This design comes from an exercise in tuning for small area and few clock cycles on the open sky130 flow, not from production work. Where RTL was checked, it was by simulation tests only, not by an equivalence proof against the original. Only the layout flow was run in runs 1 and 3; the RTL was not checked for function there. Power and IR drop assume default switching activity.

`flow/design.v`:
```
module multi_color_centroid_tracker #(
  parameter int NUM_COLORS = 2,
  parameter int DATA_W     = 12,
  parameter int COORD_W    = 16,
  parameter int CNT_W      = 24,
  parameter int SUM_W      = 40,
  parameter int MIN_PIXELS = 64,
  localparam int SEL_W     = (NUM_COLORS > 1) ? $clog2(NUM_COLORS) : 1,
  localparam int C_W       = DATA_W / 3
) (
  input  logic                          iCLK,
  input  logic                          iRST,
  input  logic                          iEN,
  input  logic                          iFVAL,
  input  logic                          iDATA_VAL,
  input  logic [DATA_W-1:0]             iDATA,
  input  logic [COORD_W-1:0]            iX_Cont,
  input  logic [COORD_W-1:0]            iY_Cont,
  input  logic                          iCFG_WE,
  input  logic [SEL_W-1:0]              iCFG_SEL,
  input  logic [DATA_W-1:0]             iCFG_MEAN,
  input  logic [C_W-1:0]                iCFG_THRESH,
  output logic [NUM_COLORS-1:0]         oOBJ_VAL,
  output logic [NUM_COLORS*COORD_W-1:0] oX_POS,
  output logic [NUM_COLORS*COORD_W-1:0] oY_POS,
  output logic                          oDONE,
  output logic                          oBUSY,
  output logic                          oOVERRUN
);
  localparam int               RHI_W   = SUM_W - COORD_W;      
  localparam int               LO0_W   = COORD_W / 2;          
  localparam int               LO1_W   = COORD_W - LO0_W;      
  localparam int               CLO_W   = 8;                    
  localparam int               STEPS   = 2 * COORD_W;          
  localparam int               STEP_W  = $clog2(STEPS);
  localparam logic [CNT_W-1:0] MIN_CNT = CNT_W'(MIN_PIXELS);
  function automatic logic [C_W-1:0] abs_diff(input logic [C_W-1:0] a, input logic [C_W-1:0] b);
    abs_diff = (a >= b) ? (a - b) : (b - a);
  endfunction
  function automatic logic color_match(input logic [DATA_W-1:0] pix,
                                       input logic [DATA_W-1:0] mean,
                                       input logic [C_W-1:0]    thr);
    logic ok;
    ok = 1'b1;
    for (int c = 0; c < 3; c++) begin
      if (abs_diff(pix[c*C_W +: C_W], mean[c*C_W +: C_W]) > thr) ok = 1'b0;
    end
    color_match = ok;
  endfunction
  logic fval_q, fall_q;
  logic [NUM_COLORS-1:0][DATA_W-1:0] stg_mean_q, act_mean_q;
  logic [NUM_COLORS-1:0][C_W-1:0]    stg_thr_q, act_thr_q;
  always_ff @(posedge iCLK) begin
    if (iRST) begin
      stg_mean_q <= '0;
      stg_thr_q  <= '0;
    end else if (iCFG_WE && (int'(iCFG_SEL) < NUM_COLORS)) begin
      stg_mean_q[iCFG_SEL] <= iCFG_MEAN;
      stg_thr_q[iCFG_SEL]  <= iCFG_THRESH;
    end
  end
  always_ff @(posedge iCLK) begin
    if (!fval_q) begin
      act_mean_q <= stg_mean_q;
      act_thr_q  <= stg_thr_q;
    end
  end
  logic [NUM_COLORS-1:0]            match, add_en;
  logic [NUM_COLORS-1:0][SUM_W-1:0] acc_x_q, acc_y_q;
  logic [NUM_COLORS-1:0][CNT_W-1:0] acc_cnt_q;
  logic [NUM_COLORS-1:0]            acc_ovf_q;
  logic [NUM_COLORS-1:0]            cx0_q, cx1_q, cy0_q, cy1_q, cc_q;
  logic [NUM_COLORS-1:0][RHI_W-1:0] hi_x, hi_y;
  always_comb begin
    for (int k = 0; k < NUM_COLORS; k++) begin
      match[k]  = iEN & iFVAL & iDATA_VAL &
                  color_match(iDATA,
                              fval_q ? act_mean_q[k] : stg_mean_q[k],
                              fval_q ? act_thr_q[k]  : stg_thr_q[k]);
      add_en[k] = match[k] & ~(fval_q & (acc_ovf_q[k] | (&acc_cnt_q[k])));
      hi_x[k]   = acc_x_q[k][SUM_W-1:COORD_W] + RHI_W'(cx1_q[k]);
      hi_y[k]   = acc_y_q[k][SUM_W-1:COORD_W] + RHI_W'(cy1_q[k]);
    end
  end
  always_ff @(posedge iCLK) begin
    for (int k = 0; k < NUM_COLORS; k++) begin
      logic keep;
      keep = fval_q;
      acc_ovf_q[k] <= keep & (acc_ovf_q[k] | (match[k] & (&acc_cnt_q[k])));
      {cc_q[k], acc_cnt_q[k][CLO_W-1:0]} <=
          (keep ? {1'b0, acc_cnt_q[k][CLO_W-1:0]} : '0) + (CLO_W+1)'(add_en[k]);
      acc_cnt_q[k][CNT_W-1:CLO_W] <=
          keep ? acc_cnt_q[k][CNT_W-1:CLO_W] + (CNT_W-CLO_W)'(cc_q[k]) : '0;
      {cx0_q[k], acc_x_q[k][LO0_W-1:0]} <=
          (keep ? {1'b0, acc_x_q[k][LO0_W-1:0]} : '0) + (add_en[k] ? {1'b0, iX_Cont[LO0_W-1:0]} : '0);
      {cy0_q[k], acc_y_q[k][LO0_W-1:0]} <=
          (keep ? {1'b0, acc_y_q[k][LO0_W-1:0]} : '0) + (add_en[k] ? {1'b0, iY_Cont[LO0_W-1:0]} : '0);
      {cx1_q[k], acc_x_q[k][COORD_W-1:LO0_W]} <=
          (keep ? {1'b0, acc_x_q[k][COORD_W-1:LO0_W]} : '0) +
          (add_en[k] ? {1'b0, iX_Cont[COORD_W-1:LO0_W]} : '0) + (LO1_W+1)'(keep & cx0_q[k]);
      {cy1_q[k], acc_y_q[k][COORD_W-1:LO0_W]} <=
          (keep ? {1'b0, acc_y_q[k][COORD_W-1:LO0_W]} : '0) +
          (add_en[k] ? {1'b0, iY_Cont[COORD_W-1:LO0_W]} : '0) + (LO1_W+1)'(keep & cy0_q[k]);
      acc_x_q[k][SUM_W-1:COORD_W] <= keep ? hi_x[k] : '0;
      acc_y_q[k][SUM_W-1:COORD_W] <= keep ? hi_y[k] : '0;
    end
  end
  logic              run_q, done_q, busy, cap;
  logic [STEP_W-1:0] step_q;
  logic [NUM_COLORS-1:0] out_v_q, acc_valid;
  assign busy = run_q | done_q;
  assign cap  = fall_q & ~busy;
  always_comb begin
    for (int k = 0; k < NUM_COLORS; k++)
      acc_valid[k] = (acc_cnt_q[k] >= MIN_CNT) && !acc_ovf_q[k];
  end
  always_ff @(posedge iCLK) begin
    if (iRST) begin
      fval_q  <= 1'b0;
      fall_q  <= 1'b0;
      run_q   <= 1'b0;
      done_q  <= 1'b0;
      out_v_q <= '0;
    end else begin
      fval_q <= iFVAL;
      fall_q <= fval_q & ~iFVAL;
      done_q <= 1'b0;
      if (cap) begin
        run_q   <= |acc_valid;
        done_q  <= ~|acc_valid;
        out_v_q <= acc_valid;
      end else if (run_q && (&step_q)) begin
        run_q  <= 1'b0;
        done_q <= 1'b1;
      end
    end
  end
  always_ff @(posedge iCLK) begin
    if (cap) step_q <= '0;
    else     step_q <= step_q + 1'b1;
  end
  logic [NUM_COLORS-1:0][SUM_W-1:0] dx_q, dy_q, step_res;
  logic [NUM_COLORS-1:0][CNT_W-1:0] dc_q;
  always_comb begin
    for (int k = 0; k < NUM_COLORS; k++) begin
      logic [CNT_W:0] rem_sh, diff;
      rem_sh = dx_q[k][SUM_W-1:COORD_W-1];
      diff   = rem_sh - {1'b0, dc_q[k]};
      step_res[k] = {diff[CNT_W] ? rem_sh[CNT_W-1:0] : diff[CNT_W-1:0],
                     dx_q[k][COORD_W-2:0], ~diff[CNT_W]};
    end
  end
  always_ff @(posedge iCLK) begin
    for (int k = 0; k < NUM_COLORS; k++) begin
      if (cap) begin
        dx_q[k] <= {hi_x[k], acc_x_q[k][COORD_W-1:0]};
        dy_q[k] <= {hi_y[k], acc_y_q[k][COORD_W-1:0]};
        dc_q[k] <= acc_cnt_q[k];
      end else begin
        dx_q[k][SUM_W-1:COORD_W] <= dy_q[k][SUM_W-1:COORD_W];
        dy_q[k][SUM_W-1:COORD_W] <= step_res[k][SUM_W-1:COORD_W];
        if (run_q) begin
          dx_q[k][COORD_W-1:0] <= dy_q[k][COORD_W-1:0];
          dy_q[k][COORD_W-1:0] <= step_res[k][COORD_W-1:0];
        end
      end
    end
  end
  always_comb begin
    oBUSY    = busy;
    oDONE    = done_q;
    oOVERRUN = fall_q & busy;
    for (int k = 0; k < NUM_COLORS; k++) begin
      oOBJ_VAL[k]                  = out_v_q[k] & ~run_q;
      oX_POS[k*COORD_W +: COORD_W] = (out_v_q[k] & ~run_q) ? dx_q[k][COORD_W-1:0] : '0;
      oY_POS[k*COORD_W +: COORD_W] = (out_v_q[k] & ~run_q) ? dy_q[k][COORD_W-1:0] : '0;
    end
  end
endmodule
```
`flow/flow/run.sh`:
```
#!/bin/bash
# Standard layout with smaller port buffers and a leaner clock tree (no dummy loads).
set -euo pipefail
export BUFFER_PORTS_ARGS="-buffer_cell sky130_fd_sc_hd__buf_1"
export CTS_ARGS="-sink_clustering_enable -repair_clock_nets -dont_use_dummy_load -sink_clustering_size 30 -sink_clustering_max_diameter 80"
bash standard.sh > standard.log 2>&1
```
`flow/standard.sh`:
```
#!/bin/bash
# synth_recipe.tcl (not shown) runs the flow's synth.tcl, then flattens the netlist and writes it again
# the make line also repeats each setting of config.mk as NAME=value (left out here)
make -C /OpenROAD-flow-scripts/flow DESIGN_CONFIG=/design/flow/config.mk WORK_HOME=/design/flow/orfs CLKGATE_MAP_FILE= SYNTH_SCRIPT=/design/flow/synth_recipe.tcl "${@:-finish}"
```
`flow/config.mk`:
```
export PLATFORM = sky130hd
export DESIGN_NAME = multi_color_centroid_tracker
export DESIGN_NICKNAME = multi_color_centroid_tracker
export VERILOG_FILES = /design/flow/design.v
export SDC_FILE = /design/flow/constraint.sdc
export NUM_CORES = 4
export LEC_CHECK = 0
export CAP_MARGIN = 20
export CORE_MARGIN = 2
export CORE_UTILIZATION = 40
export SLEW_MARGIN = 20
```
`flow/constraint.sdc`:
```
create_clock -name core_clock -period 8.0 [get_ports {iCLK}]
set_input_delay 1.6000 -clock core_clock [delete_from_list [all_inputs] [get_ports {iCLK}]]
set_output_delay 1.6000 -clock core_clock [all_outputs]
set_load 0.01 [all_outputs]
```
==> results.txt, run 1 <==
The total vias in the final route came out at 18655. The number of failing hold endpoints at the final stage is 0. The largest single stage delay on the critical path is 0.90 ns.

The die outline area is 0.06704 mm². The number of slew-limit violations in the final report came to 0. Setup repair after global routing left no endpoint under its margin. The sequential standard cell area is 0.01151 mm². The kind of end point of the critical path is a flip-flop. The total CTS buffers came out at 29. The iteration count of the initial detailed-routing pass came out at 5. The slowest stage cell on the critical path is dfxtp_4.

The count of nets after finishing came out at 3139. Entering global routing, the biggest net connects 92 pins. STA classifies the critical path startpoint as a flip-flop. Across the run, the number of max-cap violations was 0.

The clock-pin slew on the worst setup and hold paths came out at 0.11 ns. The number of filler cells placed in the layout is 6200. The level count of the clock H-tree is 1. The via density per instance came out at 5.031. The post-synthesis area per instance is 9.397 µm². The initial utilization of the core area, before any placement, comes to 0.4039.

The cts-stage hold buffer count came out at 0. For this run, the number of Yosys warnings is 1. In this run, the number of DRC markers left after iteration 0 of detailed routing was 933. The wire length reported by the detailed router is 57630 µm. The sequential-to-total area share from yosys stat is 0.4429. The leakage power total is 12.00 nW. The count of buffer and inverter cells on the critical path came out at 3. The final routed wire length divided by cell count came out at 15.54 µm. The core region area is 0.06435 mm². The weighted congestion reported at the end of routability-driven placement came out at 0.8762. The flow ran to the end and the layout has no timing, DRC or antenna violations.

The HPWL after detailed placement is 42550 µm. The arrival time at the worst endpoint is 7.45 ns. The number of global-route vias before repair came to 18866. Setup total negative slack on the finished layout was measured at 0 ns. The headroom to the max-slew limit is 0.2995. Once the clock tree was built, the resizer swapped 0 gates to a different size. The number of storage elements in the synthesis netlist is 503. The initial antenna violation count is 1. In the layout the commonest cells are 422 x nand2_1, 358 x dfxtp_1, 227 x and2_1. The height of the die is 258.9 µm.

For this run, the leading register cell type out of synthesis is dfxtp_1. The kind of cell adding the most delay to the critical path is compound AO/OA/AOI/OAI gates. Once detail routing completed, the nets flagged for antenna violations numbered 0.

The layout cell share with drive strength beyond 1 is 0.02840. The final-layout worst hold slack came out at 0.3783 ns. The post-route clock period utilization is 0.8605. The area of the mapped netlist came out at 0.02599 mm². The maximum resistive drop on vdd is 0.0001872 V. The number of enable-type register cells in the synthesized netlist came out at 144. The tightest min-delay check is of the reg -> reg type. Clock skew on the completed layout was measured at 0.09888 ns. Based on the critical path, the design can be clocked at up to 145.3 MHz. The horizontal extent of the die is 258.9 µm.

The count of cell types in the netlist came out at 64. For this run, the number of standard cells in the final layout without fillers is 3708. In the routed design, unresolved DRC markers number 0. For the worst setup path, the data required time is 8.57 ns. The root buffer cell chosen for the clock tree is clkbuf_16.

The count of mapped cells out of synthesis is 2766. The number of port buffers is 135. The first global-routing pass estimated 95320 µm of wire. The area growth from synthesis to final layout is 8.135%.

The sink count of the clock tree is 503. Setup violations remaining at the end of the flow were counted as 0. The actual slew at the worst max-slew pin came out at 1.051 ns. The most common cell after layout, fill and taps aside is nand2_1. The post-CTS setup buffer count is 0.

The synthesized net count is 3051. The insertion delay to the later sink of the worst-skew pair is 0.63 ns. The area taken by multi-input logic gates is 0.01362 mm². The total overflow left after global routing is 0.

The critical-path maximum fanout is 50. The longest clock path from root to sink contains 3 buffers. The global-route usage over all layers is 0.1716.

For this design the top-level I/O count stands at 136. Once placement completed, the tool counted placed cells totaling 3677. The critical path in this run is classified as reg -> reg. TritonCTS built the clock tree. The worst path in the final design needs a cycle of 6.884 ns, including I/O delays and setup. The post-synthesis async set-or-reset flop share is 0. The floorplan row count is 93. The total power density per cell area is 244.4 mW/mm².
## cells in the mapped netlist, types with 8 or more instances
cell,n,area [µm²]
a21o_1,57,427.9
a21oi_1,146,730.7
a31oi_1,8,50.05
and2_1,227,1420
and3_1,40,250.2
buf_1,10,37.54
clkbuf_1,76,285.3
dfxtp_1,359,7187
edfxtp_1,144,4324
fa_1,26,520.5
ha_1,192,2402
inv_1,139,521.8
mux2_2,13,146.4
mux2i_1,97,970.9
nand2_1,423,1588
nand2b_1,26,162.7
nand3_1,69,345.3
nand4_1,22,137.6
nor2_1,188,705.7
nor2b_1,26,162.7
nor3_1,15,75.07
nor4_1,12,75.07
o211ai_1,8,60.06
o21a_1,10,75.07
o21ai_0,106,530.5
o21bai_1,22,165.2
or3_1,13,81.33
xnor2_1,108,945.9
xor2_1,112,980.9
## flip-flops by register name (all words and copies together), names as in the netlist, named ones only
name,count
acc_cnt_q,48
acc_ovf_q,2
acc_x_q,80
acc_y_q,80
act_mean_q,24
act_thr_q,8
cc_q,2
cx0_q,2
cx1_q,2
cy0_q,2
cy1_q,2
dc_q,48
done_q,1
dx_q,80
dy_q,80
fall_q,1
fval_q,1
out_v_q,2
run_q,1
step_q,5
## path summary, 6_finish.rpt
path                startpoint                to  slack (ns)  cells after the start
min reg2reg   dy_q[62]$_DFF_P_  dx_q[62]$_DFF_P_        0.38                      2
max          fval_q$_SDFF_PP0_  cy1_q[1]$_DFF_P_        1.12                     26
min           dy_q[62]$_DFF_P_  dx_q[62]$_DFF_P_        0.38                      2
max reg2reg  fval_q$_SDFF_PP0_  cy1_q[1]$_DFF_P_        1.12                     26
## per-layer routing
metal,track usage,up-vias,wire [µm],share of wire
li1,-,9466,-,-
met1,0.2250,8827,27090,0.47
met2,0.3009,274,27570,0.48
met3,0.01513,88,1538,0.027
met4,0.04994,0,1430,0.025
met5,0,-,0,0
## area by class of cell
type                    count  area share
well taps                 855     0.03806
multi-input cells        2029      0.4845
inverters                 141     0.01910
clock buffers              29     0.02582
repair buffers            150     0.02275
diodes                      1  0.00008903
flip-flops and latches    503      0.4097
## logic make-up (layout without fill, tap and decap cells)
family          after synthesis  in the layout  synth area share
compound gates              400            400           0.09343
xor+xnor                    222            222           0.07538
fa+ha+maj                   218            218            0.1124
buf+inv                     234            320           0.03495
flops                       503            503            0.4429
mux                         110            110           0.04299
other cells                   0              1                 0
simple gates               1079           1079            0.1979
## where the power goes
part	internal [W]	leakage [nW]	switching [W]	total, W
logic	0.00105	7.26	0.00129	0.00234
registers	0.00294	4.37	0.000144	0.00308
clock network	0.000640	0.357	0.000805	0.00145
total	0.00463	12.0	0.00224	0.00687
## tightest hold or removal path: stages, from the launching register on
cell and delay [ns]:
dfxtp_1 0.31, nand2_1 0.04, o21ai_0 0.06
## stage by stage
stage,utilization,cell area [µm²],setup slack [ns],power [W]
finish,0.4368,28110,1.116,0.006868
global route,0.4368,28110,0.6791,0.007348
CTS,0.4363,28070,1.120,0.006914
detailed placement,0.4250,27350,0.5904,0.005456
global placement,0.4250,27350,0.7767,0.005403
floorplan,-,25990,1.398,0.004958
==> inputs of run 2 (changes only) <==
--- a/flow/design.v
+++ b/flow/design.v
@@ -78,31 +78,76 @@
                               fval_q ? act_mean_q[k] : stg_mean_q[k],
                               fval_q ? act_thr_q[k]  : stg_thr_q[k]);
       add_en[k] = match[k] & ~(fval_q & (acc_ovf_q[k] | (&acc_cnt_q[k])));
-      hi_x[k]   = acc_x_q[k][SUM_W-1:COORD_W] + RHI_W'(cx1_q[k]);
-      hi_y[k]   = acc_y_q[k][SUM_W-1:COORD_W] + RHI_W'(cy1_q[k]);
-    end
-  end
-  always_ff @(posedge iCLK) begin
-    for (int k = 0; k < NUM_COLORS; k++) begin
-      logic keep;
-      keep = fval_q;
-      acc_ovf_q[k] <= keep & (acc_ovf_q[k] | (match[k] & (&acc_cnt_q[k])));
-      {cc_q[k], acc_cnt_q[k][CLO_W-1:0]} <=
-          (keep ? {1'b0, acc_cnt_q[k][CLO_W-1:0]} : '0) + (CLO_W+1)'(add_en[k]);
-      acc_cnt_q[k][CNT_W-1:CLO_W] <=
-          keep ? acc_cnt_q[k][CNT_W-1:CLO_W] + (CNT_W-CLO_W)'(cc_q[k]) : '0;
-      {cx0_q[k], acc_x_q[k][LO0_W-1:0]} <=
-          (keep ? {1'b0, acc_x_q[k][LO0_W-1:0]} : '0) + (add_en[k] ? {1'b0, iX_Cont[LO0_W-1:0]} : '0);
-      {cy0_q[k], acc_y_q[k][LO0_W-1:0]} <=
-          (keep ? {1'b0, acc_y_q[k][LO0_W-1:0]} : '0) + (add_en[k] ? {1'b0, iY_Cont[LO0_W-1:0]} : '0);
-      {cx1_q[k], acc_x_q[k][COORD_W-1:LO0_W]} <=
-          (keep ? {1'b0, acc_x_q[k][COORD_W-1:LO0_W]} : '0) +
-          (add_en[k] ? {1'b0, iX_Cont[COORD_W-1:LO0_W]} : '0) + (LO1_W+1)'(keep & cx0_q[k]);
-      {cy1_q[k], acc_y_q[k][COORD_W-1:LO0_W]} <=
-          (keep ? {1'b0, acc_y_q[k][COORD_W-1:LO0_W]} : '0) +
-          (add_en[k] ? {1'b0, iY_Cont[COORD_W-1:LO0_W]} : '0) + (LO1_W+1)'(keep & cy0_q[k]);
-      acc_x_q[k][SUM_W-1:COORD_W] <= keep ? hi_x[k] : '0;
-      acc_y_q[k][SUM_W-1:COORD_W] <= keep ? hi_y[k] : '0;
+    end
+  end
+  logic [NUM_COLORS-1:0][COORD_W-1:0] lo_x, lo_y;
+  logic [NUM_COLORS-1:0]              cx0, cx1, cy0, cy1;
+  logic [NUM_COLORS-1:0][CNT_W-1:0]   cnt_nx;
+  logic [NUM_COLORS-1:0]              cc;
+  for (genvar k = 0; k < NUM_COLORS; k++) begin : g_acc
+    logic [COORD_W-1:0] ax, bx, ay, by;
+    logic [COORD_W:0]   kx, ky;
+    logic [RHI_W:0]     hx, hy;
+    logic [CNT_W-1:0]   ac;
+    logic [CNT_W:0]     kc;
+    assign ax = fval_q ? acc_x_q[k][COORD_W-1:0] : '0;
+    assign ay = fval_q ? acc_y_q[k][COORD_W-1:0] : '0;
+    assign bx = add_en[k] ? iX_Cont : '0;
+    assign by = add_en[k] ? iY_Cont : '0;
+    for (genvar i = 0; i <= COORD_W; i++) begin : g_cin
+      if (i == 0) begin : g_c0
+        assign kx[i] = 1'b0;
+        assign ky[i] = 1'b0;
+      end else if (i == LO0_W) begin : g_c1
+        assign kx[i] = fval_q & cx0_q[k];
+        assign ky[i] = fval_q & cy0_q[k];
+      end else begin : g_cn
+        assign kx[i] = (ax[i-1] & bx[i-1]) | ((ax[i-1] ^ bx[i-1]) & kx[i-1]);
+        assign ky[i] = (ay[i-1] & by[i-1]) | ((ay[i-1] ^ by[i-1]) & ky[i-1]);
+      end
+    end
+    for (genvar i = 0; i < COORD_W; i++) begin : g_lo
+      assign lo_x[k][i] = ax[i] ^ bx[i] ^ kx[i];
+      assign lo_y[k][i] = ay[i] ^ by[i] ^ ky[i];
+    end
+    assign cx0[k] = (ax[LO0_W-1] & bx[LO0_W-1]) | ((ax[LO0_W-1] ^ bx[LO0_W-1]) & kx[LO0_W-1]);
+    assign cy0[k] = (ay[LO0_W-1] & by[LO0_W-1]) | ((ay[LO0_W-1] ^ by[LO0_W-1]) & ky[LO0_W-1]);
+    assign cx1[k] = kx[COORD_W];
+    assign cy1[k] = ky[COORD_W];
+    assign hx[0] = cx1_q[k];
+    assign hy[0] = cy1_q[k];
+    for (genvar i = 0; i < RHI_W; i++) begin : g_hi
+      assign hi_x[k][i] = acc_x_q[k][COORD_W + i] ^ hx[i];
+      assign hx[i + 1]  = acc_x_q[k][COORD_W + i] & hx[i];
+      assign hi_y[k][i] = acc_y_q[k][COORD_W + i] ^ hy[i];
+      assign hy[i + 1]  = acc_y_q[k][COORD_W + i] & hy[i];
+    end
+    assign ac = fval_q ? acc_cnt_q[k] : '0;
+    for (genvar i = 0; i <= CNT_W; i++) begin : g_cc
+      if (i == 0) begin : g_c0
+        assign kc[i] = add_en[k];
+      end else if (i == CLO_W) begin : g_c1
+        assign kc[i] = fval_q & cc_q[k];
+      end else begin : g_cn
+        assign kc[i] = ac[i-1] & kc[i-1];
+      end
+    end
+    for (genvar i = 0; i < CNT_W; i++) begin : g_cnt
+      assign cnt_nx[k][i] = ac[i] ^ kc[i];
+    end
+    assign cc[k] = ac[CLO_W-1] & kc[CLO_W-1];
+  end
+  always_ff @(posedge iCLK) begin
+    for (int k = 0; k < NUM_COLORS; k++) begin
+      acc_ovf_q[k] <= fval_q & (acc_ovf_q[k] | (match[k] & (&acc_cnt_q[k])));
+      acc_cnt_q[k] <= cnt_nx[k];
+      cc_q[k]      <= cc[k];
+      cx0_q[k]     <= cx0[k];
+      cy0_q[k]     <= cy0[k];
+      cx1_q[k]     <= cx1[k];
+      cy1_q[k]     <= cy1[k];
+      acc_x_q[k]   <= {fval_q ? hi_x[k] : RHI_W'(0), lo_x[k]};
+      acc_y_q[k]   <= {fval_q ? hi_y[k] : RHI_W'(0), lo_y[k]};
     end
   end
   logic              run_q, done_q, busy, cap;
==> run 2 against run 1 <==
Effect of this change:
- critical endpoint is now acc_y_q[55]$_DFF_P_
- clock skew fell by 0.025 ns
- combinational power decreased by 34%
- still clean on timing, DRC and antenna
- largest power group unchanged
- die area fell by 3.6%
==> results.txt, run 2 <==
The count of routing violations after the opening detailed-route iteration is 873 (-6.4%). The cts-stage hold buffer count came to 0 (unchanged). The final critical delay including setup and external delays came out at 7.693 ns (+0.8086 ns).

By count the netlist is led by 597 x nand2_1, 359 x dfxtp_1, 258 x ha_1, 228 x and2_1, 169 x inv_1. The clock-pin slew on the worst setup and hold paths is 0.08 ns (-0.03 ns). The wire length reported by the detailed router is 52990 µm (-8.0%). The number of warnings issued by yosys came to 1 (unchanged). The arrival time at the worst endpoint is 8.20 ns (+0.75 ns). STA classifies the critical path endpoint as a flip-flop.

The CTS tree is built. The count of nets after finishing is 3056 (-2.6%). The global-route usage over all layers is 0.1648 (-0.006844). The critical path in this run is classified as in -> reg.

The number of slew-limit violations in the final report is 0 (unchanged). The sequential-to-total area share from yosys stat came out at 0.4595 (+0.01668). The final routed wire length divided by cell count is 15.17 µm (-2.4%). The weighted congestion reported at the end of routability-driven placement is 0.8608 (-1.8%).

The maximum count of clock buffers along a single path is 3 (unchanged). The count of mapped cells out of synthesis is 2544 (-8.0%). The most common cell after layout, fill and taps aside is nand2_1. The kind of path behind the tightest hold check is reg -> reg.

The layout cell share with drive strength beyond 1 came out at 0.04859 (+0.02019). The flow ran to the end and the layout has no timing, DRC or antenna violations. The least setup slack across all paths after layout came out at 0.3075 ns (-0.8086 ns). Leaving out fill and tap cells, the most frequent cells in the layout are 596 x nand2_1, 358 x dfxtp_1, 258 x ha_1. The remaining antenna violation count is 0 (unchanged). The count of cell types in the netlist is 68 (+6.3%). The iteration count of the initial detailed-routing pass is 4 (-1). The sink count of the clock tree came out at 503 (unchanged).

The total CTS buffers came out at 29 (unchanged). The fraction of post-synthesis cell area in the top cell type by area is 0.2869 (+0.01041). The number of filler cells placed in the layout was 5953 (-4.0%). The number of enable-type register cells in the synthesized netlist came out at 144 (unchanged). The post-route clock period utilization is 0.9616 (+0.1011). The number of remaining DRC errors came out at 0 (unchanged). The synthesized net count is 2943 (-3.5%). The area of the mapped netlist is 0.02505 mm² (-3.6%). The number of I/O pins was 136 (unchanged).

The number of global-route vias before repair was 17418 (-7.7%). The count of final setup violators came out at 0 (unchanged). The total instance count after detailed placement is 3463 (-5.8%). The starting density of the core is 0.4052 (+0.001221). The setup slack on the worst flop-to-flop path is 0.50 ns (-0.62 ns). The number of port buffers came out at 135 (unchanged). The number of violations of the max-capacitance limit came out at 0 (unchanged). The headroom to the max-slew limit is 0.3602 (+0.06068). The actual slew at the worst max-slew pin came to 0.9597 ns (-0.09102 ns). The maximum operating frequency came out at 130.0 MHz (-11%). The die outline area is 0.06464 mm² (-3.6%). The global route total overflow was 0 (unchanged). The maximum number of pins on one net before global-route repair is 138 (+50%). The post-synthesis async set-or-reset flop share was 0 (unchanged). The worst setup path is launched from an input port. The non-filler instance count after layout is 3494 (-5.8%).

The post-synthesis area per instance is 9.846 µm² (+4.8%). The via density per instance came to 4.899 (-2.6%). The level count of the clock H-tree is 1 (unchanged). The height of the die came out at 254.2 µm (-1.8%).

The leakage power total is 12.64 nW (+5.4%). The insertion delay to the later sink of the worst-skew pair came out at 0.63 ns (about the same). The wire length of the first global-routing pass came to 86770 µm (-9.0%). The HPWL after detailed placement is 39210 µm (-7.9%). The floorplan row count is 91 (-2.2%). The horizontal extent of the die came out at 254.2 µm (-1.8%). Setup repair after global routing left no endpoint under its margin. The post-CTS setup buffer count is 0 (unchanged).

The most common cell in the synthesized netlist is nand2_1. The core region area came out at 0.06183 mm² (-3.9%). Yosys attributes the largest share of cell area to dfxtp_1 29%, edfxtp_1 17%, ha_1 13%.

The required time of the critical path came out at 8.50 ns (-0.07 ns). The root buffer cell chosen for the clock tree is clkbuf_16. The number of failing hold endpoints at the final stage is 0 (unchanged). The initial antenna violation count came out at 4 (+3). The clock skew after layout came out at 0.07428 ns (-0.02460 ns).

The area growth from synthesis to final layout came out at 9.411%. Of all cell types, the one taking the most synthesized area is dfxtp_1. The total vias in the final route is 17117 (-8.2%).

The total power density per cell area is 221.1 mW/mm² (-9.5%). The worst setup slack before clock tree synthesis came out at -0.4551 ns (-1.046 ns). The maximum resistive drop on vdd came out at 0.0001864 V (-0.47%). In the synthesized netlist the dominant register cell turns out to be dfxtp_1.

The critical-path maximum fanout is 4 (-92%). The number of storage elements in the synthesis netlist came out at 503 (unchanged).
run 2: cell types whose count changed after synthesis, sizes merged, moves of 60 or more:
cell / change
ha: +66
nand2: +174
xor2: -93
o21ai: -60
xnor2: -75
nor2: -126
run 2: final timing paths:
path,start,to,cells past startpoint
min,dy_q[35]$_DFF_P_,dx_q[35]$_DFF_P_,2
max reg2reg,fval_q$_SDFF_PP0_,acc_y_q[15]$_DFF_P_,25
min reg2reg,dy_q[35]$_DFF_P_,dx_q[35]$_DFF_P_,2
max,iDATA[8],acc_y_q[55]$_DFF_P_,27
run 2: report_power, final:
part	internal (W)	switching (W)
Combinational	0.000681	0.000868
Clock	0.000640	0.000799
Sequential	0.00293	0.000143
Total	0.00425	0.00181
run 2: layer usage:
| layer | vias up | share of wire | global-route usage |
|---|---|---|---|
| li1 | 8637 | - | - |
| met1 | 8126 | 0.46 | 0.2123 |
| met2 | 262 | 0.48 | 0.2854 |
| met3 | 86 | 0.041 | 0.02817 |
| met4 | 6 | 0.025 | 0.04370 |
| met5 | - | 0.00070 | 0 |
run 2: repair_timing:
item	4_1_cts	5_1_grt
endpoints found under the hold margin	0	0
resized for setup	0	4
setup endpoints to repair	0	8
run 2: kinds of logic (layout without fill, tap and decap cells):
| kind of cell | Yosys count | after routing | synth area share |
|---|---|---|---|
| simple gates | 1026 | 1026 | 0.1901 |
| fa+ha+maj | 332 | 332 | 0.1880 |
| mux | 71 | 71 | 0.02877 |
| flops | 503 | 503 | 0.4595 |
| xor+xnor | 54 | 54 | 0.01963 |
| buf+inv | 268 | 379 | 0.04176 |
| other cells | 0 | 2 | 0 |
| compound gates | 290 | 290 | 0.07223 |
run 2: worst max-delay path, cell delays in order:
cell	delay [ns]
buf_1	0.09
inv_1	0.08
ha_1	0.15
inv_1	0.06
fa_1	0.39
a21o_1	0.16
a21o_1	0.18
a21oi_2	0.22
mux2_2	0.36
ha_1	0.30
nor2b_1	0.13
o21ai_0	0.14
nand2b_1	0.08
a21oi_1	0.14
a41oi_1	0.07
or4_4	0.61
a21oi_4	0.20
nand2_1	0.10
fa_1	0.43
fa_1	0.42
fa_2	0.36
fa_2	0.35
fa_2	0.35
fa_2	0.35
fa_2	0.35
fa_1	0.48
inv_1	0.04
run 2: stage by stage:
| step | utilization | setup TNS [ns] | total power, W | hold WS [ns] | instance area, µm² |
|---|---|---|---|---|---|
| 2_1_floorplan | - | 0 | 0.004342 | 0.3989 | 25160 |
| 3_3_place_gp | 0.4310 | -2.880 | 0.004628 | 0.4055 | 26640 |
| 3_5_place_dp | 0.4310 | -5.064 | 0.004672 | 0.4038 | 26640 |
| 4_1_cts | 0.4427 | 0 | 0.006126 | 0.4104 | 27370 |
| 5_1_grt | 0.4432 | 0 | 0.006451 | 0.4192 | 27400 |
| 6_report | 0.4433 | 0 | 0.006058 | 0.4091 | 27410 |
run 2: cell type report:
| type | count | area [µm²] | area share |
|---|---|---|---|
| well taps | 837 | 1047 | 0.03821 |
| repair buffers | 180 | 848.3 | 0.03095 |
| clock buffers | 29 | 725.7 | 0.02648 |
| flip-flops and latches | 503 | 11510 | 0.4202 |
| inverters | 170 | 645.6 | 0.02356 |
| diodes | 2 | 5.005 | 0.0001826 |
| multi-input cells | 1773 | 12620 | 0.4605 |
Testbench counts of run 2, summed over its fixed seeds: cycles 126,318.
==> inputs of run 3 (changes only) <==
--- a/flow/design.v
+++ b/flow/design.v
@@ -34,16 +34,17 @@
   localparam int               STEPS   = 2 * COORD_W;          
   localparam int               STEP_W  = $clog2(STEPS);
   localparam logic [CNT_W-1:0] MIN_CNT = CNT_W'(MIN_PIXELS);
-  function automatic logic [C_W-1:0] abs_diff(input logic [C_W-1:0] a, input logic [C_W-1:0] b);
-    abs_diff = (a >= b) ? (a - b) : (b - a);
-  endfunction
   function automatic logic color_match(input logic [DATA_W-1:0] pix,
                                        input logic [DATA_W-1:0] mean,
                                        input logic [C_W-1:0]    thr);
-    logic ok;
+    logic         ok;
+    logic [C_W:0] lo, hi;
     ok = 1'b1;
     for (int c = 0; c < 3; c++) begin
-      if (abs_diff(pix[c*C_W +: C_W], mean[c*C_W +: C_W]) > thr) ok = 1'b0;
+      lo = {1'b0, mean[c*C_W +: C_W]} - {1'b0, thr};
+      hi = {1'b0, mean[c*C_W +: C_W]} + {1'b0, thr};
+      if (({1'b0, pix[c*C_W +: C_W]} > hi) || (!lo[C_W] && (pix[c*C_W +: C_W] < lo[C_W-1:0])))
+        ok = 1'b0;
     end
     color_match = ok;
   endfunction
==> run 3 against run 2 <==
Effect of this change:
- highest routed layer unchanged
- synthesized cell count rose by 0.98%
- critical path depth shrank 2
- count of clock-buffer cells in the layout up 1
- largest power group unchanged
==> results.txt, run 3 <==
The largest area contributor in the netlist is dfxtp_1. The number of port buffers came out at 135 (unchanged). The post-CTS setup buffer count is 0 (unchanged).

The maximum count of clock buffers along a single path is 3 (unchanged). The post-cts repair resize count is 0 (unchanged). The adder-cell share of the synthesized area came out at 0.1966 (+0.008542). Sorting the synthesized cells by area gives the leading types as dfxtp_1 28%, edfxtp_1 17%, ha_1 14%. The number of enable-type register cells in the synthesized netlist was 144 (unchanged). The count of mapped cells out of synthesis is 2569 (+0.98%). The post-route clock period utilization was 0.9232 (-0.03838). The post-synthesis async set-or-reset flop share is 0 (unchanged). The met3 routing resource usage after global routing was 0.02679 (-0.001380). The level count of the clock H-tree was 1 (unchanged). The maximum number of pins on one net before global-route repair came out at 109 (-21%). The total instance count after detailed placement came to 3463 (unchanged). The clock-pin slew on the worst setup and hold paths is 0.10 ns (+0.02 ns). met2 is the most crowded layer. The maximum operating frequency came out at 135.4 MHz (+4.2%). The stage delay of the slowest cell on the critical path was 0.55 ns (-0.06 ns). In the layout the commonest cells are 560 x nand2_1, 358 x dfxtp_1, 282 x ha_1. STA classifies the critical path startpoint as a flip-flop.

The synthesized-area fraction occupied by ao, oa, aoi and oai cells is 0.07103 (-0.001195). The die outline area is 0.06576 mm² (+1.7%). The count of routing violations after the opening detailed-route iteration came out at 787 (-9.9%). The wire length reported by the detailed router is 54270 µm (+2.4%). The number of failing hold endpoints at the final stage was 0 (unchanged). The number of violations of the max-capacitance limit was 0 (unchanged). The flow ran to the end and the layout has no timing, DRC or antenna violations. The worst setup path is captured at a flip-flop. The critical-path maximum fanout is 27 (+23).

The most common cell after layout, fill and taps aside is nand2_1. The remaining antenna violation count came out at 0 (unchanged). The area growth from synthesis to final layout came out at 8.286%. The sequential-to-total area share from yosys stat is 0.4516 (-0.007918). Setup repair after global routing left no endpoint under its margin. The count of final setup violators is 0 (unchanged). The number of I/O pins is 136 (unchanged). The required time of the critical path came out at 8.50 ns (about the same).

The critical path's most frequent cell is fa_1. The global routing met1 resource utilization is 0.2262 (+0.01389). The synthesized net count came out at 2992 (+1.7%). The summed negative setup slack over all endpoints is 0 ns (unchanged). The most common cell in the synthesized netlist is nand2_1.

The arrival time at the worst endpoint came out at 7.89 ns (-0.31 ns). The number of slew-limit violations in the final report is 0 (unchanged). The core region area came out at 0.06308 mm² (+2.0%).

The weighted congestion reported at the end of routability-driven placement is 0.8661 (+0.62%). The slowest stage of the critical path belongs to the cell dfxtp_4. The insertion delay to the later sink of the worst-skew pair came out at 0.61 ns (-0.02 ns). The height of the die came to 256.4 µm (+0.86%). TritonCTS built the clock tree. The count of cell types in the netlist is 67 (-1.5%). The starting density of the core came out at 0.4041 (-0.001098). The actual slew at the worst max-slew pin came out at 1.040 ns (+0.07988 ns). The number of global-route vias before repair is 17500 (+0.47%). The layout cell share with drive strength beyond 1 is 0.03665 (-0.01194). The cts-stage hold buffer count is 0 (unchanged).

The simple-gate portion of the synthesized area was 0.1803 (-0.009755). The multiplexer fraction of the synthesized cell area is 0.03171 (+0.002941). The share of the synthesized netlist area taken by xor and xnor gates is 0.02612 (+0.006485).

The global route total overflow came out at 0 (unchanged). In the synthesized netlist the dominant register cell turns out to be dfxtp_1. The HPWL after detailed placement is 41210 µm (+5.1%).

The global routing met2 resource utilization was 0.2761 (-0.009281). The sink count of the clock tree came to 503 (unchanged). The global-route usage over all layers is 0.1667 (+0.001934). The tree is rooted in a clkbuf_16. The clock skew after layout came out at 0.05388 ns (-0.02040 ns). The final critical delay including setup and external delays came out at 7.385 ns (-0.3071 ns). The final routed wire length divided by cell count came out at 15.53 µm (+2.4%). After synthesis, the largest family of logic cells by area is adder cells. The number of warnings issued by yosys is 1 (unchanged). The count of buffer and inverter cells on the critical path is 5 (+1).

Broken down by cell family, the worst path's largest delay share belongs to adder cells. The worst hold path belongs to the class reg -> reg. The number of storage elements in the synthesis netlist came out at 503 (unchanged). The total power density per cell area came out at 217.0 mW/mm² (-1.8%). The post-synthesis area per instance was 9.921 µm² (+0.76%).

The horizontal extent of the die came out at 256.4 µm (+0.86%). The leakage power total came out at 12.84 nW (+1.6%). The number of remaining DRC errors is 0 (unchanged).

The count of nets after finishing is 3072 (+0.52%). The total vias in the final route is 16982 (-0.79%). The iteration count of the initial detailed-routing pass came out at 5 (+1). The fraction of post-synthesis cell area in the top cell type by area is 0.2820 (-0.004944). The floorplan row count is 92 (+1.1%).

The critical path is of the reg -> reg type. The maximum resistive drop on vdd was 0.0001556 V (-16%). The wire length of the first global-routing pass is 90510 µm (+4.3%).

The via density per instance came out at 4.859 (-0.82%). The initial antenna violation count is 5 (+1). The final-layout worst hold slack came to 0.4026 ns (-0.006513 ns). The area of the mapped netlist is 0.02549 mm² (+1.8%).

The headroom to the max-slew limit came to 0.3058 (-0.05436). The core utilization of the finished layout is 0.4375 (-0.005744). Ranked by instance count, the synthesized netlist is headed by 561 x nand2_1, 359 x dfxtp_1, 282 x ha_1, 226 x and2_1, 178 x inv_1.

The non-filler instance count after layout was 3495 (+0.029%). The total CTS buffers is 30 (+3.4%).
[run 3: cell count changes after synthesis, moves of 12 or more]
cell and change:
a21o_1 -12, nand2_1 -36, o21a_1 +18, mux2_2 +14, a31oi_1 -17, clkbuf_1 +14, ha_1 +24, nor2_1 +22
[run 3: final timing paths]
kind | slack (ns) | from | depth (start not counted) | end
worst max register to register | 0.61 | fval_q$_SDFF_PP0_ | 25 | acc_y_q[55]$_DFF_P_
worst min-delay path | 0.40 | dy_q[63]$_DFF_P_ | 2 | dx_q[63]$_DFF_P_
worst max-delay path | 0.61 | fval_q$_SDFF_PP0_ | 25 | acc_y_q[55]$_DFF_P_
worst min register to register | 0.40 | dy_q[63]$_DFF_P_ | 2 | dx_q[63]$_DFF_P_
[run 3: area by class of cell]
class	instances	area, µm²
fill	6120	35480
multi-input combinational	1783	12940
sequential	503	11510
tap	846	1059
clock buffer	30	750.7
inverter	179	676.9
timing repair buffer	152	654.4
antenna	2	5.005
[run 3: kinds of logic after synthesis]
family,after synthesis
mux,78
buf+inv,283
compound gates,282
flops,503
simple gates,994
fa+ha+maj,356
xor+xnor,73
[run 3: worst min-delay path, stage by stage (launching register included)]
cell and delay, ns:
dfxtp_1 0.30, nand2_1 0.04, nand2_1 0.04
[run 3: per-stage QoR]
stage,total power [W],setup WS [ns],cell area [µm²]
finish,0.005989,0.6145,27600
CTS,0.006061,0.4828,27580
floorplan,0.004254,0.09842,25490
detailed placement,0.004583,0.4468,26830
global placement,0.004525,0.5288,26800
global route,0.006375,0.1382,27600
[run 3: power by group]
part	switching, W	internal (W)	leakage (nW)
Combinational	0.000802	0.000668	8.22
Sequential	0.000142	0.00292	4.25
Clock	0.000800	0.000661	0.370
[run 3: metal layers]
layer  wire length, µm  part of all wire
met1             25860              0.48
met4              1574             0.029
met2             24750              0.46
met5                38           0.00070
met3              2046             0.038
==> inputs of run 4 (changes only) <==
--- a/flow/design.v
+++ b/flow/design.v
@@ -38,13 +38,13 @@
                                        input logic [DATA_W-1:0] mean,
                                        input logic [C_W-1:0]    thr);
     logic         ok;
-    logic [C_W:0] lo, hi;
+    logic [C_W:0] diff;
+    logic [C_W-1:0] mag;
     ok = 1'b1;
     for (int c = 0; c < 3; c++) begin
-      lo = {1'b0, mean[c*C_W +: C_W]} - {1'b0, thr};
-      hi = {1'b0, mean[c*C_W +: C_W]} + {1'b0, thr};
-      if (({1'b0, pix[c*C_W +: C_W]} > hi) || (!lo[C_W] && (pix[c*C_W +: C_W] < lo[C_W-1:0])))
-        ok = 1'b0;
+      diff = {1'b0, pix[c*C_W +: C_W]} - {1'b0, mean[c*C_W +: C_W]};
+      mag  = diff[C_W] ? -diff[C_W-1:0] : diff[C_W-1:0];
+      if (mag > thr) ok = 1'b0;
     end
     color_match = ok;
   endfunction
==> run 4 against run 3 <==
Effect of this change:
- still clean on timing, DRC and antenna
- combinational power fell by 17%
- register-to-register slack worse by 0.15 ns
- clock power decreased by 4%
- synthesized cell count shrank 3.0%
- first-iteration DRC count rose by 7.9%
- core utilization rose by 0.44 points
- area after synthesis shrank 3.4%
- worst hold slack is essentially flat
- critical path depth is 2 higher
- critical path type is now in -> reg
- largest cell class unchanged
==> results.txt, run 4 <==
The flow ran to the end and the layout has no timing, DRC or antenna violations. The largest individual stage delay along the critical path comes from the cell or4_4. The switching share of power is 0.2842 (-0.006889).

The number of storage elements in the synthesis netlist came to 503 (unchanged). The number of remaining DRC errors came out at 0 (unchanged). The count of cell types in the netlist came out at 64 (-4.5%).

The insertion delay to the later sink of the worst-skew pair came out at 0.62 ns (about the same). The number of global-route vias before repair is 16810 (-3.9%). The path depth of the worst reg2reg path is 25 (unchanged).

The sequential-to-total area share from yosys stat was 0.4674 (+0.01579). The count of mapped cells out of synthesis is 2491 (-3.0%). The maximum count of clock buffers along a single path was 3 (unchanged).

The arrival time at the worst endpoint was 8.16 ns (+0.27 ns). The clock skew after layout is 0.07478 ns (+0.02090 ns). The core region area came out at 0.06058 mm² (-4.0%). The met3 routing resource usage after global routing is 0.02276 (-0.004029). Setup repair after global routing left no endpoint under its margin. The post-route clock period utilization came out at 0.9614 (+0.03825). The count of routing violations after the opening detailed-route iteration came out at 849 (+7.9%).

The most common cell in the synthesized netlist is nand2_1. For this run, the leading register cell type out of synthesis is dfxtp_1. The final routed wire length divided by cell count came to 15.21 µm (-2.0%).

The actual slew at the worst max-slew pin is 1.079 ns (+0.03889 ns). The critical path ends at acc_x_q[55]$_DFF_P_. The least setup slack across all paths after layout came out at 0.3085 ns (-0.3060 ns).

The initial antenna violation count is 3 (-2). The placed standard-cell area came out at 0.02604 mm² (-2.9%). The number of warnings issued by yosys is 1 (unchanged). The required time of the critical path came out at 8.47 ns (-0.03 ns). The floorplan row count is 90 (-2.2%).

The biggest area contributor in the post-synthesis netlist is dfxtp_1. The final instance area is 0.02677 mm² (-3.0%). The non-filler instance count after layout came to 3372 (-3.5%). The area of the mapped netlist is 0.02463 mm² (-3.4%). The global-route usage over all layers was 0.1608 (-0.005881). The horizontal extent of the die came out at 252.1 µm (-1.7%). In this run the clock root is driven by a clkbuf_16.

The critical path depth in cells came out at 27 (+8.0%). The maximum number of pins on one net before global-route repair came out at 164 (+50%). Leaving out fill and tap cells, the most frequent cell in the layout is nand2_1. The total CTS buffers is 28 (-6.7%). The total power density per cell area is 210.3 mW/mm² (-3.1%). The power share of the clock group came to 0.249 (+0.005). By count the netlist is led by 592 x nand2_1, 359 x dfxtp_1, 246 x ha_1, 228 x and2_1. The number of enable-type register cells in the synthesized netlist is 144 (unchanged). The starting density of the core came to 0.4065 (+0.002447). The layout cell share with drive strength beyond 1 came out at 0.04015 (+0.003509).

The fraction of post-synthesis cell area in the top cell type by area came out at 0.2918 (+0.009856). The maximum resistive drop on vdd is 0.0001578 V (+1.4%). In this run the worst setup path begins at iDATA[0]. The maximum operating frequency came out at 130.0 MHz (-4.0%). The cts-stage hold buffer count is 0 (unchanged). The number of port buffers was 135 (unchanged).

The internal power consumption was 0.004030 W (-5.1%). The number of failing hold endpoints at the final stage came to 0 (unchanged). The level count of the clock H-tree is 1 (unchanged). Relative to the synthesized area, the layout overhead comes to 8.718%. The wire length of the first global-routing pass is 84480 µm (-6.7%).

The capture instance of the worst register-to-register path is acc_x_q[55]$_DFF_P_. The stage delay of the slowest cell on the critical path is 0.54 ns (about the same). The min-delay analysis places its worst path in the category reg -> reg. The number of I/O pins is 136 (unchanged). The height of the die is 252.1 µm (-1.7%). The power dissipated by switching net loads came out at 0.001600 W (-8.2%).

The total instance count after detailed placement came out at 3344 (-3.4%). The HPWL after detailed placement is 37890 µm (-8.1%). The iteration count of the initial detailed-routing pass came out at 4 (-1). The clock-pin slew on the worst setup and hold paths came to 0.09 ns (about the same). The number of slew-limit violations in the final report is 0 (unchanged). The via density per instance is 4.999 (+2.9%).

The sink count of the clock tree came out at 503 (unchanged). The total vias in the final route is 16855 (-0.75%). The worst register-to-register path begins at fval_q$_SDFF_PP0_. The die outline area came to 0.06357 mm² (-3.3%). The wire length reported by the detailed router is 51290 µm (-5.5%). The critical-path maximum fanout is 7 (-74%). The combinational share of power was 0.216 (-0.029). The final critical delay including setup and external delays came out at 7.691 ns (+0.3060 ns). The number of violations of the max-capacitance limit came out at 0 (unchanged). The sequential power share came out at 0.534 (+0.023). The global route total overflow is 0 (unchanged). By area the synthesized netlist is led by dfxtp_1 29%, edfxtp_1 18%, ha_1 12%.

The global routing stage identified its most utilized layer as met2. The count of inserted antenna diode cells is 0 (-2). The synthesized net count was 2872 (-4.0%).

The post-synthesis async set-or-reset flop share came out at 0 (unchanged). The global routing met1 resource utilization is 0.2196 (-0.006563). The library cells used most frequently in the layout, excluding fill and tap cells, are 591 x nand2_1, 358 x dfxtp_1, 246 x ha_1. The headroom to the max-slew limit is 0.2810 (-0.02482). The leakage power total is 12.26 nW (-4.5%). The global routing met2 resource utilization came out at 0.2712 (-0.004969).

The CTS tree is built. The kind of start point of the critical path is an input port. The summed negative setup slack over all endpoints came out at 0 ns (unchanged). The worst setup slack before clock tree synthesis is -0.5024 ns (-0.9493 ns). The count of nets after finishing was 2973 (-3.2%). The critical path's most frequent cell is fa_1. The final-layout worst hold slack came out at 0.4022 ns (-0.0004140 ns). The kind of cell adding the most delay to the critical path is adder cells. The count of buffer and inverter cells on the critical path is 6 (+1). The count of final setup violators is 0 (unchanged). STA classifies the critical path endpoint as a flip-flop.

The setup slack on the worst flop-to-flop path is 0.46 ns (-0.15 ns). The post-synthesis area per instance came out at 9.887 µm² (-0.35%). The remaining antenna violation count is 0 (unchanged). The weighted congestion reported at the end of routability-driven placement came to 0.8727 (+0.76%). By startpoint and endpoint, the worst setup path is classified as in -> reg.
-- run 4: cell type report --
type,instances,area [µm²]
fill,5814,33810
multi-input combinational,1742,12220
sequential,503,11510
tap,782,978.4
timing repair buffer,173,812.0
clock buffer,28,700.7
inverter,144,545.5
-- run 4: per-stage QoR --
| step | total power (W) | util |
|---|---|---|
| after floorplan | 0.003970 | - |
| after global placement | 0.004233 | 0.4299 |
| after detailed placement | 0.004277 | 0.4299 |
| after CTS | 0.005690 | 0.4415 |
| after global routing | 0.005964 | 0.4419 |
| final | 0.005630 | 0.4419 |
-- run 4: power groups by stage --
stage	combinational [W]	sequential [W]	clock (W)
finish	0.00122	0.00301	0.00140
global route	0.00138	0.00304	0.00154
CTS	0.00122	0.00301	0.00146
detailed placement	0.00121	0.00306	0
global placement	0.00117	0.00306	0
floorplan	0.000950	0.00302	0
-- run 4: worst min-delay path by stage --
stage,startpoint,end,depth (start not counted)
CTS,dy_q[72]$_DFF_P_,dx_q[72]$_DFF_P_,2
finish,dy_q[72]$_DFF_P_,dx_q[72]$_DFF_P_,2
floorplan,dy_q[16]$_DFF_P_,dx_q[16]$_DFF_P_,2
global placement,dy_q[58]$_DFF_P_,dx_q[58]$_DFF_P_,2
detailed placement,dy_q[25]$_DFF_P_,dx_q[25]$_DFF_P_,2
global route,dy_q[72]$_DFF_P_,dx_q[72]$_DFF_P_,2
-- run 4: tightest hold or removal path, delay by kind of cell, from the launching register on --
kind	cells	cell delay (ns)
DFF	1	0.30
and+or+nand+nor	2	0.10
-- run 4: cell families (layout without fill, tap and decap cells) --
logic type / after synthesis / after routing / share of synthesized area
compound gates: 277 / 277 / 0.07235
xor+xnor: 70 / 70 / 0.02520
fa+ha+maj: 314 / 314 / 0.1803
buf+inv: 246 / 345 / 0.03841
flops: 503 / 503 / 0.4674
mux: 58 / 58 / 0.02428
simple gates: 1023 / 1023 / 0.1921
-- run 4: repair_timing --
item	in CTS	in global routing
gates resized for setup	0	7
setup buffers	0	0
endpoints found under the setup margin	0	5
-- run 4: routing by layer --
| metal | share of wire | vias to the layer above | routed length [µm] |
|---|---|---|---|
| met1 | 0.48 | 8038 | 24500 |
| met5 | 0.00090 | - | 46 |
| met2 | 0.46 | 246 | 23710 |
| met3 | 0.038 | 70 | 1942 |
| li1 | - | 8495 | - |
| met4 | 0.021 | 6 | 1096 |
Testbench counts of run 4, summed over its fixed seeds: cycles 126,318.
==> inputs of run 5 (changes only) <==
--- a/flow/design.v
+++ b/flow/design.v
@@ -187,14 +187,22 @@
   end
   logic [NUM_COLORS-1:0][SUM_W-1:0] dx_q, dy_q, step_res;
   logic [NUM_COLORS-1:0][CNT_W-1:0] dc_q;
-  always_comb begin
-    for (int k = 0; k < NUM_COLORS; k++) begin
-      logic [CNT_W:0] rem_sh, diff;
-      rem_sh = dx_q[k][SUM_W-1:COORD_W-1];
-      diff   = rem_sh - {1'b0, dc_q[k]};
-      step_res[k] = {diff[CNT_W] ? rem_sh[CNT_W-1:0] : diff[CNT_W-1:0],
-                     dx_q[k][COORD_W-2:0], ~diff[CNT_W]};
-    end
+  localparam int DLO_W = 12;
+  for (genvar k = 0; k < NUM_COLORS; k++) begin : g_div
+    logic [CNT_W:0]       rem_sh, diff, sub_b;
+    logic [DLO_W:0]       sc;
+    logic [CNT_W-DLO_W+1:0] hi;
+    assign rem_sh = dx_q[k][SUM_W-1:COORD_W-1];
+    assign sub_b  = {1'b1, ~dc_q[k]};
+    assign sc[0]  = 1'b1;
+    for (genvar i = 0; i < DLO_W; i++) begin : g_bit
+      assign diff[i]   = rem_sh[i] ^ sub_b[i] ^ sc[i];
+      assign sc[i + 1] = (rem_sh[i] & sub_b[i]) | ((rem_sh[i] ^ sub_b[i]) & sc[i]);
+    end
+    assign hi = {1'b0, rem_sh[CNT_W:DLO_W]} + {1'b0, sub_b[CNT_W:DLO_W]} + (CNT_W-DLO_W+2)'(sc[DLO_W]);
+    assign diff[CNT_W:DLO_W] = hi[CNT_W-DLO_W:0];
+    assign step_res[k] = {hi[CNT_W-DLO_W+1] ? diff[CNT_W-1:0] : rem_sh[CNT_W-1:0],
+                          dx_q[k][COORD_W-2:0], hi[CNT_W-DLO_W+1]};
   end
   always_ff @(posedge iCLK) begin
     for (int k = 0; k < NUM_COLORS; k++) begin
==> run 5 against run 4 <==
Effect of this change:
- flip-flop and latch count did not move
- area after synthesis fell by 3.2%
- final cell count fell by 5.6%
- worst hold slack improved by 0.020 ns
- global-route usage rose by 0.65 points
- sequential power rose by 2%
- sequential share of layout area rose by 1.7 points
- total power rose by 1.8%
- count of clock-buffer cells in the layout fell by 1
- critical endpoint is now acc_y_q[55]$_DFF_P_
- core utilization fell by 0.51 points
- register-to-register slack improved by 0.18 ns
==> results.txt, run 5 <==
The number of storage elements in the synthesis netlist came to 503 (unchanged). The final instance area is 0.02578 mm² (-3.7%). The leakage power total came to 11.62 nW (-5.3%). The core region area is 0.05902 mm² (-2.6%). The setup slack on the worst flop-to-flop path came to 0.64 ns (+0.18 ns). The maximum operating frequency is 132.7 MHz (+2.0%). The post-synthesis area per instance came out at 10.23 µm² (+3.5%). The worst setup slack before clock tree synthesis came to -0.1360 ns (+0.3664 ns).

The floorplan row count is 89 (-1.1%). The wire length reported by the detailed router is 51400 µm (+0.21%). The sink count of the clock tree is 503 (unchanged). The cts-stage hold buffer count came to 0 (unchanged). The launch instance of the worst register-to-register path is fval_q$_SDFF_PP0_. The area growth from synthesis to final layout is 8.112%. The sequential-to-total area share from yosys stat came out at 0.4827 (+0.01533).

The headroom to the max-slew limit is 0.3241 (+0.04308). In this run the clock root is driven by a clkbuf_16. The horizontal extent of the die is 248.2 µm (-1.6%). The layout cell share with drive strength beyond 1 came out at 0.03736 (-0.002795). The actual slew at the worst max-slew pin is 1.014 ns (-0.06462 ns).

Setup repair after global routing left no endpoint under its margin. The height of the die is 248.2 µm (-1.6%). The total power density per cell area is 222.4 mW/mm² (+5.8%). The worst hold path terminates at dx_q[34]$_DFF_P_. Leaving out fill and tap cells, the most frequent cell in the layout is nand2_1. The number of enable-type register cells in the synthesized netlist came out at 144 (unchanged). The count of nets after finishing is 2792 (-6.1%).

The number of cells on the worst hold path came out at 2 (unchanged). The final-layout worst hold slack is 0.4220 ns (+0.01976 ns). The die outline area came to 0.06158 mm² (-3.1%). The number of failing hold endpoints at the final stage came to 0 (unchanged). The worst setup path is captured at a flip-flop.

For this run, the leading register cell type out of synthesis is dfxtp_1. The post-cts repair resize count came out at 0 (unchanged). The number of remaining DRC errors is 0 (unchanged). The total CTS buffers was 27 (-3.6%). The summed negative setup slack over all endpoints came out at 0 ns (unchanged).

The remaining antenna violation count came out at 0 (unchanged). The count of routing violations after the opening detailed-route iteration came to 809 (-4.7%). The biggest area contributor in the post-synthesis netlist is dfxtp_1. STA classifies the critical path startpoint as an input port.

The synthesized net count came out at 2712 (-5.6%). The fraction of post-synthesis cell area in the top cell type by area came to 0.3014 (+0.009570). The global-route usage over all layers is 0.1673 (+0.006474). The number of port buffers is 135 (unchanged). The number of global-route vias before repair is 15747 (-6.3%). The via density per instance came out at 4.939 (-1.2%).

The arrival time at the worst endpoint came out at 8.02 ns (-0.14 ns). The clock-pin slew on the worst setup and hold paths is 0.09 ns (about the same). The HPWL after detailed placement is 37650 µm (-0.64%). The required time of the critical path was 8.48 ns (about the same). The count of inserted antenna diode cells came out at 0 (unchanged). Sorting the synthesized cells by area gives the leading types as dfxtp_1 30%, edfxtp_1 18%, ha_1 12%. The run finished with no timing, DRC or antenna violations. The least setup slack across all paths after layout was 0.4623 ns (+0.1538 ns).

In this run the most critical hold path is launched from dy_q[34]$_DFF_P_. The maximum count of clock buffers along a single path is 3 (unchanged). The non-filler instance count after layout is 3182 (-5.6%).

The initial antenna violation count is 1 (-2). The worst register-to-register path ends at acc_y_q[55]$_DFF_P_. The clock skew after layout came out at 0.06707 ns (-0.007705 ns). By count the netlist is led by 494 x nand2_1, 359 x dfxtp_1, 222 x ha_1, 219 x and2_1, 144 x edfxtp_1. The critical-path maximum fanout is 3 (-4).

The insertion delay to the later sink of the worst-skew pair is 0.59 ns (-0.03 ns). The worst hold path belongs to the class reg -> reg. The path depth of the worst reg2reg path is 24 (-4.0%). The maximum number of pins on one net before global-route repair is 110 (-33%). The wire length of the first global-routing pass was 83100 µm (-1.6%). The final critical delay including setup and external delays came out at 7.538 ns (-0.1538 ns). The post-CTS setup buffer count is 0 (unchanged). The count of final setup violators came out at 0 (unchanged). The CTS tree is built. The area of the mapped netlist is 0.02385 mm² (-3.2%). The iteration count of the initial detailed-routing pass came to 4 (unchanged). The count of mapped cells out of synthesis came out at 2331 (-6.4%). The library cells used most frequently in the layout, excluding fill and tap cells, are 493 x nand2_1, 358 x dfxtp_1, 222 x ha_1. The count of cell types in the netlist is 54 (-16%). The starting density of the core came out at 0.4040 (-0.002478).

The final routed wire length divided by cell count came out at 16.15 µm (+6.2%). The post-synthesis async set-or-reset flop share came out at 0 (unchanged). The number of violations of the max-capacitance limit is 0 (unchanged). The total instance count after detailed placement is 3155 (-5.7%). The total vias in the final route is 15716 (-6.8%). The maximum resistive drop on vdd is 0.0001638 V (+3.8%). The number of slew-limit violations in the final report is 0 (unchanged). The post-route clock period utilization was 0.9422 (-0.01922). The level count of the clock H-tree was 1 (unchanged). The placed standard-cell area came out at 0.02510 mm² (-3.6%). The critical path is of the in -> reg type.

The global route total overflow is 0 (unchanged). The number of warnings issued by yosys is 1 (unchanged). The number of I/O pins is 136 (unchanged).

The weighted congestion reported at the end of routability-driven placement came to 0.8894 (+1.9%). In the post-synthesis netlist, the cell with the most instances is nand2_1.
==> run 5: changes by cell type in the layout (fill, tap and decap cells not counted), moves of 12 or more <==
| cell | change |
|---|---|
| nand2_1 | -98 |
| nand3_1 | +42 |
| fa_1 | +25 |
| ha_1 | -24 |
| a31oi_1 | -19 |
| buf_4 | -14 |
| o21ai_1 | -14 |
| xnor2_1 | -14 |
| a21o_1 | -13 |
| xor2_1 | -13 |
| mux2_2 | +12 |
| mux2i_1 | -12 |
| nand2b_1 | -12 |
| nor4_1 | +12 |
==> run 5: area by class of cell <==
type	instances	area, µm²
inverter	141	534.3
timing repair buffer	156	665.6
multi-input combinational	1582	11420
sequential	503	11510
clock buffer	27	675.6
tap	773	967.2
fill	5689	33240
==> run 5: power breakdown <==
part | internal, W | switching (W) | leakage (nW)
clock network | 0.000600 | 0.000791 | 0.333
logic | 0.000571 | 0.000708 | 7.02
registers | 0.00293 | 0.000135 | 4.26
total | 0.00410 | 0.00163 | 11.6
==> run 5: metal layers <==
layer / up-vias / GRT usage / share of wire
met5: - / 0 / 0
met4: 0 / 0.04482 / 0.028
met3: 73 / 0.02015 / 0.034
met2: 229 / 0.2762 / 0.46
met1: 7547 / 0.2324 / 0.48
li1: 7867 / - / -
==> run 5: how the worst max path moves through the flow <==
| stage | endpoint | depth (start not counted) | start | slack (ns) |
|---|---|---|---|---|
| finish | acc_y_q[55]$_DFF_P_ | 25 | iDATA[8] | 0.46 |
| detailed placement | acc_y_q[55]$_DFF_P_ | 25 | iDATA[8] | -0.14 |
| global route | acc_y_q[55]$_DFF_P_ | 25 | iDATA[8] | 0.20 |
| floorplan | acc_y_q[55]$_DFF_P_ | 25 | iDATA[8] | 0.27 |
| global placement | acc_y_q[55]$_DFF_P_ | 25 | iDATA[8] | -0.007 |
| CTS | acc_y_q[55]$_DFF_P_ | 25 | iDATA[8] | 0.47 |
==> run 5: cell families (layout without fill, tap and decap cells) <==
group / Yosys count / count (layout) / share of synthesized area
AOI/OAI and AO/OA: 196 / 196 / 0.05116
xor gates and xnor gates: 41 / 41 / 0.01506
adders and majority gates: 314 / 314 / 0.1937
buffers and inverters: 246 / 324 / 0.03962
DFF: 503 / 503 / 0.4827
muxes: 58 / 58 / 0.02571
and+or+nand+nor: 973 / 973 / 0.1920
==> run 5: metrics by stage <==
stage / util / power [W]
6_report: 0.4368 / 0.005734
4_1_cts: 0.4367 / 0.005791
5_1_grt: 0.4368 / 0.006076
2_1_floorplan: - / 0.004084
3_3_place_gp: 0.4253 / 0.004344
3_5_place_dp: 0.4253 / 0.004394
==> run 5: critical path, cell delays in order <==
cell and delay, ns:
buf_1 0.09, inv_1 0.09, ha_1 0.14, inv_1 0.06
fa_1 0.49, inv_1 0.06, ha_1 0.26, mux2_2 0.27
ha_1 0.31, nor2b_1 0.14, o21a_1 0.16, o21a_1 0.15
o21ai_0 0.28, and4_1 0.24, buf_4 0.15, nand3_1 0.13
fa_1 0.44, fa_1 0.43, fa_1 0.41, fa_1 0.40
fa_1 0.39, fa_1 0.40, fa_1 0.39, fa_1 0.48
inv_1 0.03
Testbench counts of run 5, summed over its fixed seeds: cycles 126,318.

==> separate check: timing with driven ports <==
The results above use ideal ports. As a check the final layouts listed here were re-extracted and re-timed, cells and wires unchanged. Step 1: set_driving_cell puts a clkbuf_16 on iCLK and a buf_2 on each other input, an assumption about the parent block. Step 2 also shifts input and output timing later by t, the mid clock arrival at the registers, as if the neighbouring blocks saw the same clock. a / b / c = ideal ports / drivers / drivers and shift; a / b = the first two.
run	t, ns	setup slack, ns	pins driven straight from the clock port
run 1	0.636	1.116 / 1.116 / 0.513	1
run 2	0.648	0.307 / 0.345 / -0.303	1
run 3	0.647	0.615 / 0.615 / 0.559	1
run 4	0.641	0.309 / 0.346 / -0.296	1
run 5	0.619	0.462 / 0.501 / -0.118	1
With both steps, setup timing fails in run 2, run 4 and run 5, where it was met with ideal ports. The setup slack of run 2, which loses most, moves by +0.038 ns with the drivers and by -0.610 ns with both steps.
